Context: an optimization exercise on an open-source flow, tuned for small area, a short achievable clock period and few clock cycles per item. The choices shown serve that exercise and are no tape-out recipe.
At most, simulation tests tie the RTL to the original design; equivalence was not proved.
Only the layout flow was run in run 2; the RTL was not checked for function there.
Power figures rest on the tool's default switching activity, not on a simulated workload.

==> flow/design.v, too long to show whole: its modules and the start of the top module <==
// module cnn_dvcon_fa: 11 lines
// module cnn_dvcon_bsel: 11 lines
// module cnn_dvcon: 3174 lines
module cnn_dvcon
(
  input  logic               aclk,
  input  logic               aresetn,
  input  logic [cnn_dvcon_pkg::TDATA_W-1:0] s_axis_tdata,
  input  logic               s_axis_tvalid,
  output logic               s_axis_tready,
  output logic [cnn_dvcon_pkg::ACC_W-1:0]   m_axis_tdata,
  output logic               m_axis_tvalid,
  input  logic               m_axis_tready
);
  // ...
==> flow/flow/run.sh <==
#!/bin/bash
# Standard layout (the standard.sh), except that the port buffers are
# sky130_fd_sc_hd__buf_2 cells rather than the delay cells buffer_ports picks by default.
set -e
export BUFFER_PORTS_ARGS="-buffer_cell sky130_fd_sc_hd__buf_2"
bash standard.sh > standard_flow.log 2>&1
==> flow/standard.sh <==
#!/bin/bash
# synth_recipe.tcl (not shown) runs the flow's synth.tcl, then flattens the netlist and writes it again
# the make line also repeats each setting of config.mk as NAME=value (left out here)
make -C /OpenROAD-flow-scripts/flow DESIGN_CONFIG=/design/flow/config.mk WORK_HOME=/design/flow/orfs CLKGATE_MAP_FILE= SYNTH_SCRIPT=/design/flow/synth_recipe.tcl "${@:-finish}"
==> flow/config.mk <==
export PLATFORM = sky130hd
export DESIGN_NAME = cnn_dvcon
export DESIGN_NICKNAME = cnn_dvcon
export VERILOG_FILES = /design/flow/design.v
export SDC_FILE = /design/flow/constraint.sdc
export NUM_CORES = 4
export LEC_CHECK = 0
export CAP_MARGIN = 20
export CORE_MARGIN = 2
export CORE_UTILIZATION = 40
export SETUP_SLACK_MARGIN = 4.0
export SLEW_MARGIN = 20
export SYNTH_HIERARCHICAL = 1
==> flow/constraint.sdc <==
create_clock -name core_clock -period 8.0 [get_ports {aclk}]
set_input_delay 1.6000 -clock core_clock [delete_from_list [all_inputs] [get_ports {aclk}]]
set_output_delay 1.6000 -clock core_clock [all_outputs]
set_load 0.01 [all_outputs]
==> qor.json, run 1 <==
{
  "run_status": {"value": "timing/DRC/antenna clean"},
  "min_delay_worst_endpoint": {"value": "r1_r0_fs_14$_DFFE_PP_"},
  "timing.max_cap.violations": {"value": 0},
  "yosysWarningCount": {"value": 7},
  "cts_htree_levels": {"value": 4},
  "min-delay-path-class": {"value": "flop to flop"},
  "dominantRegCellSynth": {"value": "sky130_fd_sc_hd__edfxtp_1"},
  "clockNetworkAreaShare": {"value": 2.579, "unit": "%"},
  "core": {"value": 47650, "unit": "sq um"},
  "synth_simple_gate_area_share": {"value": 13.24, "unit": "%"},
  "place_inst": {"value": 2185},
  "area_delta_synth_final": {"value": 11.15, "unit": "%"},
  "synth.most_common_cell": {"value": "sky130_fd_sc_hd__fa_1"},
  "maxSlewHeadroom": {"value": 38.70, "unit": "%"},
  "cts-buffers-inserted": {"value": 17},
  "finalWorstPathRequiredPeriod": {"value": 3.973, "unit": "ns"},
  "final_core_util": {"value": 44.90, "unit": "%"},
  "power.largest_group": {"value": "combinational logic"},
  "leading_cell_types_by_total_area_after_synthesis": {"value": "sky130_fd_sc_hd__fa_1 57%, sky130_fd_sc_hd__edfxtp_1 24%, sky130_fd_sc_hd__nand2_1 9.8%"},
  "n_tap_cell": {"value": 615},
  "worstSkewPairLatency": {"value": 0.45, "unit": "ns"},
  "grt_max_degree": {"value": 73},
  "grt_use_met2": {"value": 44.58, "unit": "%"},
  "power.share.clock": {"value": 8.8, "unit": "%"},
  "synth_xor_xnor_area_share": {"value": 0.3185, "unit": "%"},
  "dieHeight": {"value": 223.4, "unit": "microns"},
  "cp-startpoint": {"value": "s_axis_tdata[90]"},
  "cp_num_cells": {"value": 6},
  "worst-path-buf-inv": {"value": 1},
  "final_min_period_over_clock_period": {"value": 49.66, "unit": "%"},
  "power.density_cell_area": {"value": 415.1, "unit": "nW/um^2"},
  "holdPathStages": {"value": 0},
  "non_clock_inverter_count": {"value": 41},
  "main_combinational_cell_family_by_area_after_synthesis": {"value": "adder cells"},
  "biggestCellCategory": {"value": "multi-input gates"},
  "crit-reg2reg-capture": {"value": "r1_fs_559$_DFFE_PP_"},
  "clock_tree.buffer_depth": {"value": 2},
  "comb_group": {"value": 5.97, "unit": "mW"},
  "clock-root-buffer": {"value": "sky130_fd_sc_hd__clkbuf_16"}
}
Testbench counts, summed over its fixed seeds: cycles 16,016, items 16,000.
==> inputs of run 2 (changes only) <==
--- a/flow/design.v
+++ b/flow/design.v
@@ -14,16 +14,26 @@
   input  logic b,
   input  logic c,
   output logic s,
   output logic co
 );
   assign s  = a ^ b ^ c;
   assign co = (a & b) | (a & c) | (b & c);
 endmodule
+module cnn_dvcon_ha
+(
+  input  logic a,
+  input  logic b,
+  output logic s,
+  output logic co
+);
+  assign s  = a ^ b;
+  assign co = a & b;
+endmodule
 module cnn_dvcon_bsel
 (
   input  logic one,
   input  logic two,
   input  logic neg,
   input  logic x1,
   input  logic x0,
   output logic p
@@ -1845,28 +1855,28 @@
   logic fs_550;
   logic fc_550;
   logic fs_551;
   logic fc_551;
   logic fs_552;
   logic fc_552;
   logic fs_553;
   logic fc_553;
+  logic hs_0;
+  logic hc_0;
   logic fs_554;
   logic fc_554;
   logic fs_555;
   logic fc_555;
   logic fs_556;
   logic fc_556;
   logic fs_557;
   logic fc_557;
-  logic fs_558;
-  logic fc_558;
-  logic fs_559;
-  logic fc_559;
+  logic hs_1;
+  logic hc_1;
   logic r1_r0_fs_3;
   logic r1_r0_fs_14;
   logic r1_fs_462;
   logic r1_fs_464;
   logic r1_fs_468;
   logic r1_fs_473;
   logic r1_fs_480;
   logic r1_fs_488;
@@ -1879,21 +1889,23 @@
   logic r1_fs_528;
   logic r1_fc_518;
   logic r1_fc_528;
   logic r1_fs_537;
   logic r1_fc_537;
   logic r1_fs_544;
   logic r1_fc_544;
   logic r1_fs_550;
-  logic r1_fs_554;
-  logic r1_fs_557;
-  logic r1_fs_559;
-  logic r1_fc_558;
-  logic r1_fc_559;
+  logic r1_hs_0;
+  logic r1_fc_550;
+  logic r1_fs_556;
+  logic r1_hs_1;
+  logic r1_fc_556;
+  logic r1_fc_557;
+  logic r1_hc_1;
   logic en;
   logic [ACC_W-1:0] rowa, rowb, msum, sum;
   logic [2:1] vld;
   assign en = !m_axis_tvalid || m_axis_tready;
   assign s_axis_tready = en;
   assign m_axis_tvalid = vld[2];
   always_ff @(posedge aclk or negedge aresetn)
     if (!aresetn) vld <= '0;
@@ -3033,23 +3045,23 @@
   cnn_dvcon_fa u_fa546 (.a(r0_fs_455), .b(r0_fc_445), .c(r0_fs_456), .s(fs_546), .co(fc_546));
   cnn_dvcon_fa u_fa547 (.a(r0_fc_446), .b(fc_538), .c(fc_539), .s(fs_547), .co(fc_547));
   cnn_dvcon_fa u_fa548 (.a(fs_545), .b(fs_546), .c(fc_540), .s(fs_548), .co(fc_548));
   cnn_dvcon_fa u_fa549 (.a(fc_541), .b(fs_547), .c(fc_542), .s(fs_549), .co(fc_549));
   cnn_dvcon_fa u_fa550 (.a(fs_548), .b(fc_543), .c(fs_549), .s(fs_550), .co(fc_550));
   cnn_dvcon_fa u_fa551 (.a(r0_fc_456), .b(r0_fs_459), .c(r0_fs_460), .s(fs_551), .co(fc_551));
   cnn_dvcon_fa u_fa552 (.a(fc_545), .b(fc_546), .c(fs_551), .s(fs_552), .co(fc_552));
   cnn_dvcon_fa u_fa553 (.a(fc_547), .b(fs_552), .c(fc_548), .s(fs_553), .co(fc_553));
-  cnn_dvcon_fa u_fa554 (.a(fc_549), .b(fs_553), .c(fc_550), .s(fs_554), .co(fc_554));
-  cnn_dvcon_fa u_fa555 (.a(r0_fc_459), .b(r0_fs_461), .c(r0_fc_460), .s(fs_555), .co(fc_555));
-  cnn_dvcon_fa u_fa556 (.a(fc_551), .b(fs_555), .c(fc_552), .s(fs_556), .co(fc_556));
-  cnn_dvcon_fa u_fa557 (.a(fs_556), .b(fc_553), .c(fc_554), .s(fs_557), .co(fc_557));
-  assign fs_558 = ~(fc_555 ^ r0_fc_461);
-  assign fc_558 = fc_555 | r0_fc_461;
-  cnn_dvcon_fa u_fa559 (.a(fs_558), .b(fc_556), .c(fc_557), .s(fs_559), .co(fc_559));
+  cnn_dvcon_ha u_ha0 (.a(fc_549), .b(fs_553), .s(hs_0), .co(hc_0));
+  cnn_dvcon_fa u_fa554 (.a(r0_fc_459), .b(r0_fs_461), .c(r0_fc_460), .s(fs_554), .co(fc_554));
+  cnn_dvcon_fa u_fa555 (.a(fc_551), .b(fs_554), .c(fc_552), .s(fs_555), .co(fc_555));
+  cnn_dvcon_fa u_fa556 (.a(fs_555), .b(fc_553), .c(hc_0), .s(fs_556), .co(fc_556));
+  assign fs_557 = ~(fc_554 ^ r0_fc_461);
+  assign fc_557 = fc_554 | r0_fc_461;
+  cnn_dvcon_ha u_ha1 (.a(fs_557), .b(fc_555), .s(hs_1), .co(hc_1));
   always_ff @(posedge aclk)
     if (en) begin
       r0_fs_3 <= fs_3;
       r0_fs_14 <= fs_14;
       r0_fs_31 <= fs_31;
       r0_fc_14 <= fc_14;
       r0_fs_32 <= fs_32;
       r0_fs_55 <= fs_55;
@@ -3188,20 +3200,22 @@
       r1_fs_528 <= fs_528;
       r1_fc_518 <= fc_518;
       r1_fc_528 <= fc_528;
       r1_fs_537 <= fs_537;
       r1_fc_537 <= fc_537;
       r1_fs_544 <= fs_544;
       r1_fc_544 <= fc_544;
       r1_fs_550 <= fs_550;
-      r1_fs_554 <= fs_554;
-      r1_fs_557 <= fs_557;
-      r1_fs_559 <= fs_559;
-      r1_fc_558 <= fc_558;
-      r1_fc_559 <= fc_559;
+      r1_hs_0 <= hs_0;
+      r1_fc_550 <= fc_550;
+      r1_fs_556 <= fs_556;
+      r1_hs_1 <= hs_1;
+      r1_fc_556 <= fc_556;
+      r1_fc_557 <= fc_557;
+      r1_hc_1 <= hc_1;
     end
-  assign rowa = {1'b1, r1_fc_558, r1_fs_559, r1_fs_557, r1_fs_554, r1_fc_544, r1_fc_537, r1_fc_528, r1_fs_528, r1_fs_518, r1_fc_497, r1_fc_488, r1_fs_488, r1_fs_480, r1_fs_473, r1_fs_468, r1_fs_464, r1_fs_462, r1_r0_fs_14, r1_r0_fs_3};
-  assign rowb = {1'b0, r1_fc_559, 1'b0, 1'b0, 1'b0, r1_fs_550, r1_fs_544, r1_fs_537, r1_fc_518, 1'b0, r1_fs_507, r1_fs_497, r1_fc_480, 1'b0, 1'b0, 1'b0, 1'b0, 1'b0, 1'b0, 1'b0};
+  assign rowa = {1'b1, r1_fc_557, r1_hs_1, r1_fs_556, r1_hs_0, r1_fc_544, r1_fc_537, r1_fc_528, r1_fs_528, r1_fs_518, r1_fc_497, r1_fc_488, r1_fs_488, r1_fs_480, r1_fs_473, r1_fs_468, r1_fs_464, r1_fs_462, r1_r0_fs_14, r1_r0_fs_3};
+  assign rowb = {1'b0, r1_hc_1, r1_fc_556, 1'b0, r1_fc_550, r1_fs_550, r1_fs_544, r1_fs_537, r1_fc_518, 1'b0, r1_fs_507, r1_fs_497, r1_fc_480, 1'b0, 1'b0, 1'b0, 1'b0, 1'b0, 1'b0, 1'b0};
   assign msum = rowa + rowb;
   assign sum = ~msum;
   assign m_axis_tdata = sum;
 endmodule
==> flow/config.mk (replaced) <==
export PLATFORM = sky130hd
export DESIGN_NAME = cnn_dvcon
export DESIGN_NICKNAME = cnn_dvcon
export VERILOG_FILES = /design/flow/design.v
export SDC_FILE = /design/flow/constraint.sdc
export NUM_CORES = 4
export LEC_CHECK = 0
export CAP_MARGIN = 20
export CORE_MARGIN = 2
export CORE_UTILIZATION = 40
export SLEW_MARGIN = 20
export SYNTH_HIERARCHICAL = 1
==> qor.json, run 2 <==
{
  "drt_first_pass_iters": {"value": 6},
  "worst-path-buf-inv": {"value": 1, "change": "unchanged"},
  "max_ffs_per_register": {"value": 2},
  "cp_cell_sequence": {"value": "buf_2 > nand2_1 > fa_1 > fa_1 > fa_1 > fa_1 > fa_1"},
  "finalClockSkew": {"value": 0.01306, "unit": "ns"},
  "area_delta_synth_final": {"value": 10.49, "unit": "%"},
  "power_dissipated_by_switching_net_loads": {"value": 3.643, "unit": "mW"},
  "min_from": {"value": "r0_fs_14$_DFFE_PP_"},
  "ys_top_cells_by_count": {"value": "548 x sky130_fd_sc_hd__fa_1, 498 x sky130_fd_sc_hd__nand2_1, 153 x sky130_fd_sc_hd__edfxtp_1"},
  "num_antenna_cells": {"value": 0},
  "layout.cells.non_filler": {"value": 2204},
  "irDropWorstVdd": {"value": 0.3167, "unit": "mV"},
  "leading_cell_types_by_total_area_after_synthesis": {"value": "sky130_fd_sc_hd__fa_1 58%, sky130_fd_sc_hd__edfxtp_1 24%, sky130_fd_sc_hd__nand2_1 9.8%"},
  "globalRouteOverflowTotal": {"value": 0},
  "detailed_place_hpwl": {"value": 54430, "unit": "microns"},
  "yosysWarningCount": {"value": 7, "change": "unchanged"},
  "clock-root-buffer": {"value": "sky130_fd_sc_hd__clkbuf_16"},
  "synth_top_area_share": {"value": 57.73, "unit": "%"},
  "layout_commonest_cell": {"value": "sky130_fd_sc_hd__fa_1"},
  "power.sequential.fraction": {"value": 24.7, "unit": "%"},
  "cp_slowest_cell": {"value": "sky130_fd_sc_hd__fa_1"},
  "fill_count": {"value": 4305},
  "tritoncts": {"value": "built"},
  "groute.usage.overall": {"value": 26.35, "unit": "%"},
  "power.share.clock": {"value": 9.6, "unit": "%", "change": "+0.8 points"},
  "postCtsHoldBufs": {"value": 0},
  "dominantRegCellSynth": {"value": "sky130_fd_sc_hd__edfxtp_1"},
  "worst-path-max-fanout": {"value": 8},
  "timing.hold.ws": {"value": 0.4246, "unit": "ns"},
  "maxSlewHeadroom": {"value": 34.87, "unit": "%", "change": "-3.8 points"},
  "finalWorstPathRequiredPeriod": {"value": 4.196, "unit": "ns", "change": "+0.2231 ns"},
  "die_width": {"value": 222.0, "unit": "microns"},
  "async_reset_ff_share": {"value": 1.290, "unit": "%"},
  "regMostFlops": {"value": "vld"},
  "timing.final.max_slew_violations": {"value": 0},
  "place_inst": {"value": 2172, "change": "-0.59%"},
  "preCtsSetupSlack": {"value": 3.414, "unit": "ns"},
  "clock_tree.buffer_depth": {"value": 2, "change": "unchanged"},
  "run_status": {"value": "timing/DRC/antenna clean"},
  "core": {"value": 46750, "unit": "sq um", "change": "-1.9%"},
  "synthesis.instances": {"value": 1452},
  "final_area": {"value": 21000, "unit": "sq um"},
  "cts_resized": {"value": 0},
  "detail_route.wirelength": {"value": 62170, "unit": "microns"},
  "synth.most_common_cell": {"value": "sky130_fd_sc_hd__fa_1"},
  "synth.yosys.seq_area_share": {"value": 24.44, "unit": "%"},
  "grt_max_degree": {"value": 72, "change": "-1.4%"},
  "post-route-drc-count": {"value": 0},
  "cts-buffers-inserted": {"value": 17, "change": "unchanged"},
  "ratio_of_cells_with_drive_above_1_in_the_final_layout": {"value": 12.96, "unit": "%"},
  "cell_accounting_for_the_most_synthesized_area": {"value": "sky130_fd_sc_hd__fa_1"},
  "synthesis.area": {"value": 19000, "unit": "sq um"},
  "cp.required": {"value": 8.16, "unit": "ns"},
  "antenna_found_initial": {"value": 12},
  "proportion_of_total_power_due_to_net_switching": {"value": 42.35, "unit": "%"},
  "initialDrtViolationCount": {"value": 1186},
  "worstReg2RegStart": {"value": "r0_fc_128$_DFFE_PP_"},
  "rsz_0062_raised_after_global_routing": {"value": "false"},
  "count_of_different_cell_masters_after_synthesis": {"value": 34},
  "dpl_cell_area": {"value": 20410, "unit": "sq um"},
  "rows": {"value": 79},
  "crit_path_max_incr_delay": {"value": 0.48, "unit": "ns"},
  "max_clock_freq": {"value": 0.2383, "unit": "GHz"},
  "worstMarginPinSlew": {"value": 0.9770, "unit": "ns"},
  "port_buffers": {"value": 169},
  "cp-startpoint": {"value": "s_axis_tdata[104]"},
  "critical_path.startpoint_type": {"value": "input pin"},
  "wire_per_inst": {"value": 28.21, "unit": "microns"},
  "avgSynthCellArea": {"value": 13.09, "unit": "sq um"},
  "first_global_vias": {"value": 13670},
  "final_hold_viol_count": {"value": 0},
  "p_int": {"value": 4.960, "unit": "mW"},
  "critical_path.endpoint_type": {"value": "flop"},
  "cts_htree_levels": {"value": 4, "change": "unchanged"},
  "crit_family": {"value": "adder cells"},
  "mappedNetlistNets": {"value": 2171},
  "critical-path-top-cell-by-count": {"value": "sky130_fd_sc_hd__fa_1"},
  "final_min_period_over_clock_period": {"value": 52.45, "unit": "%", "change": "+2.8 points"},
  "critPathArrivalTime": {"value": 4.36, "unit": "ns"},
  "vias": {"value": 12030},
  "grt_pass1_wl": {"value": 91940, "unit": "microns"},
  "finish.net_count": {"value": 2303},
  "power.share.combinational": {"value": 65.8, "unit": "%"},
  "worstSkewPairLatency": {"value": 0.44, "unit": "ns", "change": "about the same"},
  "routability_congestion_estimate_from_global_placement": {"value": 1.029},
  "fin_ws": {"value": 3.804, "unit": "ns"},
  "buffers_inserted_during_post_cts_setup_optimization": {"value": 0},
  "final.setup.tns": {"value": 0, "unit": "ns"},
  "timing.max_cap.violations": {"value": 0, "change": "unchanged"},
  "initial_core_util": {"value": 40.65, "unit": "%"},
  "dieHeight": {"value": 222.0, "unit": "microns", "change": "-0.62%"},
  "finalSetupViolCount": {"value": 0},
  "drt-vias-per-instance": {"value": 5.458},
  "io-pin-count": {"value": 170},
  "layout.cells.most_common_list": {"value": "548 x sky130_fd_sc_hd__fa_1, 498 x sky130_fd_sc_hd__nand2_1, 169 x sky130_fd_sc_hd__buf_2, 153 x sky130_fd_sc_hd__edfxtp_1, 83 x sky130_fd_sc_hd__and2_1"},
  "p_leak": {"value": 7.539, "unit": "nW"},
  "power.density_cell_area": {"value": 409.7, "unit": "nW/um^2", "change": "-1.3%"},
  "min-delay-path-class": {"value": "flop to flop"},
  "post_cts_clock_slew_at_the_launch_and_capture_registers_of_the_worst_setup_and_hold_paths": {"value": 0.07, "unit": "ns"},
  "synth-edff-count": {"value": 153},
  "route.antenna.remaining_nets": {"value": 0},
  "timing.setup.critical_path_class": {"value": "input pin to flop"},
  "floorplan.die_area": {"value": 49270, "unit": "sq um"},
  "number_of_storage_elements_in_the_synthesis_netlist": {"value": 155},
  "cts.sinks": {"value": 155}
}
## run 2: cell count changes after synthesis, sizes merged, moves of 2 or more
cell,before,now
clkbuf,127,58
ha,19,23
a21oi,5,8
buf,2,0
edfxtp,151,153
fa,550,548
nand2,500,498
nand3,5,3
nand4,3,1
nor2,3,1
nor4b,2,0
o21ai,2,4
o21bai,0,2
## run 2: final cells by class
type                    count  area, sq um  area share [%]
multi-input cells        1199        14000           66.67
repair buffers            171        860.8           4.100
flip-flops and latches    155         4644           22.12
well taps                 607        759.5           3.617
inverters                  40        150.1          0.7151
clock buffers              22        464.2           2.211
clock inverters            10        118.9          0.5661
## run 2: logic make-up (layout without fill, tap and decap cells)
logic type | Yosys count | after routing | synth area share (%)
buffers and inverters | 98 | 243 | 1.936
AO/OA/AOI/OAI | 23 | 23 | 0.8625
multiplexers | 1 | 1 | 0.05925
flip-flops | 155 | 155 | 24.44
adder cells (fa/ha/maj) | 571 | 571 | 59.24
XOR/XNOR | 8 | 8 | 0.3687
AND/OR/NAND/NOR | 596 | 596 | 13.09
## run 2: metrics by stage
step	power [mW]	utilization, %
floorplan	5.795	-
global placement	7.740	43.66
detailed placement	7.938	43.66
CTS	8.778	44.91
global route	9.652	44.91
finish	8.602	44.91
## run 2: Yosys stat by module, one instance, submodules excluded
module,area [sq um],flip-flops and latches,times used
cnn_dvcon,8028,155,1
cnn_dvcon_fa,20.02,0,547
cnn_dvcon_ha,12.51,0,2
## run 2: worst register-to-register path, cell delays in order, from the launching register on
cell and delay [ns]:
sky130_fd_sc_hd__edfxtp_1 0.40, sky130_fd_sc_hd__fa_1 0.46, sky130_fd_sc_hd__fa_1 0.49, sky130_fd_sc_hd__fa_1 0.43, sky130_fd_sc_hd__fa_1 0.47, sky130_fd_sc_hd__fa_1 0.39
sky130_fd_sc_hd__fa_1 0.42
## run 2: path summary, 6_finish.rpt
kind / endpoint / slack [ns] / cells past startpoint
min in group asynchronous: vld[1]$_DFFE_PN0P_ / 0.94 / 1
setup reg to reg: r1_fs_518$_DFFE_PP_ / 4.69 / 6
setup / recovery: r0_fc_283$_DFFE_PP_ / 3.80 / 7
hold reg to reg: r1_r0_fs_14$_DFFE_PP_ / 0.42 / 0
hold / removal: r1_r0_fs_14$_DFFE_PP_ / 0.42 / 0
max in group asynchronous: vld[2]$_DFFE_PN0P_ / 6.97 / 1
## run 2: power groups by stage
| stage | sequential [mW] | combinational [mW] | clock, mW |
|---|---|---|---|
| 2_1_floorplan | 2.09 | 3.70 | 0 |
| 3_3_place_gp | 2.13 | 5.61 | 0 |
| 3_5_place_dp | 2.15 | 5.79 | 0 |
| 4_1_cts | 2.13 | 5.81 | 0.839 |
| 5_1_grt | 2.17 | 6.61 | 0.870 |
| 6_report | 2.12 | 5.66 | 0.822 |
## run 2: layer usage
| metal | up-vias | track usage [%] | part of all wire [%] |
|---|---|---|---|
| met5 | - | 0 | 0.23 |
| met4 | 24 | 5.035 | 1.8 |
| met3 | 101 | 7.302 | 10 |
| met2 | 659 | 43.70 | 49 |
| met1 | 6491 | 35.14 | 39 |
| li1 | 4755 | - | - |

-- what the ideal ports hide --
The results above use ideal ports. As a check the final layouts listed here were re-extracted and re-timed, cells and wires unchanged.
Step 1: set_driving_cell puts a clkbuf_16 on aclk and a buf_2 on each other input, an assumption about the parent block.
Step 2 also shifts input and output timing later by t, the mid clock arrival at the registers, as if the neighbouring blocks saw the same clock.
a / b / c = ideal / step 1 / step 2; a / b = the first two.
run	shift t [ns]	slack for setup (ns)	worst data-port slew with drivers (ns)	pins driven straight from the clock port
run 1	0.493	4.027 / 4.006 / 3.556	0.10	1
run 2	0.487	3.804 / 3.819 / 3.343	0.09	1
After both steps setup and hold are still met in every run listed. The setup slack of run 1, which loses most, moves by -0.021 ns with the drivers and by -0.471 ns with both steps.
